This design comes from an exercise in tuning for small area, a short achievable clock period and few clock cycles on the open sky130 flow, not from production work.
Function was checked by simulation only, so behaviour that the tests miss may differ from the original.
No activity file was given, so power comes from the tool's default toggle rates.

// masked_event_ring_queue
module masked_event_ring_queue #(
    parameter int QUEUE_DEPTH = 16
) (
    input  logic               clk,
    input  logic               rst_n,
    input  logic               in_valid,
    output logic               in_stall,
    input  logic [1:0]         op,
    input  logic [15:0]        mask,
    input  logic [15:0]        ev_type,
    input  logic [15:0]        ev_message,
    input  logic [15:0]        ev_modifiers,
    input  logic signed [15:0] ev_x,
    input  logic signed [15:0] ev_y,
    input  logic [31:0]        now_tick,
    input  logic signed [15:0] cur_x,
    input  logic signed [15:0] cur_y,
    input  logic [15:0]        cur_modifiers,
    output logic               out_valid,
    input  logic               out_stall,
    output logic               found,
    output logic [15:0]        out_type,
    output logic [15:0]        out_message,
    output logic [15:0]        out_modifiers,
    output logic signed [15:0] out_x,
    output logic signed [15:0] out_y,
    output logic [31:0]        out_when
);
    localparam int N     = QUEUE_DEPTH - 1;
    localparam int IDX_W = $clog2(N);
    localparam int W     = evq_pkg::REC_W;
    logic [N-1:0]        hoh_reg;        
    logic [N-1:0]        toh_reg;        
    logic [N-1:0]        hge_reg;        
    logic [N-1:0]        live_reg;       
    logic [N-1:0]        dead_reg;       
    logic                full_reg;       
    logic                fp_reg;
    logic [8:0]          cnt_lo_reg;     
  ...
Size: roughly 2000 flip-flops, ~300 I/O pins, ~74000 sq um of cells after synthesis.
make LEC_CHECK=0 ABC_CLOCK_PERIOD_IN_PS=2500 CAP_MARGIN=20 CORE_MARGIN=2 CORE_UTILIZATION=60 CTS_CLUSTER_DIAMETER=80 CTS_CLUSTER_SIZE=25 PLACE_DENSITY=0.72 SETUP_SLACK_MARGIN=2.2 SLEW_MARGIN=20 finish   # period 5.0 ns
run.sh (not shown) runs the stock make flow with config.mk's settings and CLKGATE_MAP_FILE= SYNTH_SCRIPT=/design/flow/synth_recipe.tcl, a recipe that flattens the netlist after the stock synthesis.
The starting point completed without violations.
Testbench counts at the start, summed over its fixed seeds: cycles 8,286.
Rerun with:
- SETUP_SLACK_MARGIN: 2.2 -> 1.8
Result: The changed run finished clean. Design area goes down by 2.5%. Setup slack degrades by 130 ps. Core utilization is lower by 1.8 points. Synthesized cell count is unchanged. Power falls by 2.5%. Global-route usage goes down by 0.56 points.

* * *

the baseline:
masked_event_ring_queue again, from the RTL that the note above started with.
Settings: LEC_CHECK=0, ABC_CLOCK_PERIOD_IN_PS=2500, CAP_MARGIN=20, CORE_MARGIN=2, CORE_UTILIZATION=45, CTS_CLUSTER_SIZE=30, SETUP_SLACK_MARGIN=2.5, SLEW_MARGIN=20; clock period 5.0 ns.
Testbench counts of the baseline, summed over its fixed seeds: cycles 8,286.
Relative to the baseline, the following input files were edited for the candidate:
-- flow/config.mk --
<<< the baseline, line 10
export CORE_MARGIN = 2
export CORE_UTILIZATION = 45
export CTS_CLUSTER_SIZE = 30
export SETUP_SLACK_MARGIN = 2.5
>>> the candidate, line 10
export CORE_MARGIN = 2
export CORE_UTILIZATION = 55
export CTS_CLUSTER_DIAMETER = 80
export CTS_CLUSTER_SIZE = 25
export PLACE_DENSITY = 0.68
export SETUP_SLACK_MARGIN = 2.5
Findings:
Compared with the baseline, the candidate has less setup slack.
The baseline → the candidate: internal power component fell by 4.6 mW; hold buffer count at CTS fell by 1; critical path arrival rose by 0.02 ns; number of cell rows fell by 9.5%; count of clock-buffer cells in the layout fell by about 60%.
In the tables for the baseline and the candidate, buffering overhead reads lower with the baseline.
Re cell count along the critical path: the baseline was lower than the candidate.
The candidate vs the baseline: wire length of the first global-routing pass down in the candidate

* * *

build 85:
masked_event_ring_queue, a different RTL version from the one above (not shown whole).
Size in the first run: roughly 4800 cells after synthesis, roughly 2200 flip-flops, about 300 I/O pins, about 0.081 sq mm of cells after synthesis.
==> flow/config.mk <==
export PLATFORM = sky130hd
export DESIGN_NAME = masked_event_ring_queue
export DESIGN_NICKNAME = masked_event_ring_queue
export VERILOG_FILES = /design/flow/design.v
export SDC_FILE = /design/flow/constraint.sdc
export NUM_CORES = 4
export LEC_CHECK = 0
export ABC_CLOCK_PERIOD_IN_PS = 2000
export CAP_MARGIN = 20
export CORE_MARGIN = 2
export CORE_UTILIZATION = 65
export CTS_CLUSTER_DIAMETER = 80
export CTS_CLUSTER_SIZE = 25
export PLACE_DENSITY = 0.76
export SETUP_SLACK_MARGIN = 2.6
export SLEW_MARGIN = 20
==> flow/constraint.sdc <==
create_clock -name core_clock -period 5.0 [get_ports {clk}]
set_input_delay 1.0000 -clock core_clock [delete_from_list [all_inputs] [get_ports {clk}]]
set_output_delay 1.0000 -clock core_clock [all_outputs]
set_load 0.01 [all_outputs]
Testbench counts of build 85, summed over its fixed seeds: cycles 8,205.
Edits applied to the flow inputs when going from build 85 to trial 50:
- swapping 0.76 for 0.72 in PLACE_DENSITY
- swapping 65 for 60 in CORE_UTILIZATION
- swapping 2.6 for 2.8 in SETUP_SLACK_MARGIN
Notes after the runs:
In the reports for trial 50 and build 85, the smaller fraction of final layout cells with drive strength greater than 1 belongs to build 85.
Power per cell area up about 1.1% in trial 50 wrt build 85
Trial 50 vs. build 85: cell count shows an increase of 3.9%; post-route clock period utilization climbed 0.16 points; wire length of the first global-routing pass went up 2.1%.
After detailed routing, build 85 needs less wire than trial 50.
Re non-clock buffer count: trial 50 and build 85 aren't equal, and the lower value belongs to build 85.

## separate check: timing with driven ports
How much do the figures lean on ideal ports? The routed layouts below were timed once more, with nothing changed but the port constraints.
Step 1, drivers: a clkbuf_16 drives clk and a buf_2 each remaining input, both assumed.
Step 2 also shifts input and output timing later by t, the mid clock arrival at the registers, as if the neighbouring blocks saw the same clock.
Slacks: ideal / step 1 / step 2; pairs: ideal / step 1.
run	shift t [ns]	setup slack, ns	latest minus earliest clock arrival (ns)	slew at the worst register clock pin (ns)	cell pins on the clock port's net
the first run of note 1	0.792	1.913 / 1.925 / 1.134	0.035 / 0.035	0.10 / 0.10	1
the second run of note 1	0.788	1.783 / 1.783 / 1.014	0.035 / 0.036	0.10 / 0.10	1
the baseline	0.897	2.031 / 2.031 / 1.195	0.035 / 0.035	0.07 / 0.07	1
the candidate	0.826	1.935 / 1.962 / 1.155	0.058 / 0.058	0.11 / 0.11	1
build 85	0.820	2.225 / 2.189 / 1.507	0.043 / 0.044	0.11 / 0.11	1
trial 50	0.837	2.217 / 2.255 / 1.436	0.045 / 0.045	0.11 / 0.11	1
After both steps setup and hold are still met in every run listed. For the baseline, which loses most, drivers alone change the setup slack by 0.000 ns; drivers and shift together by -0.836 ns.
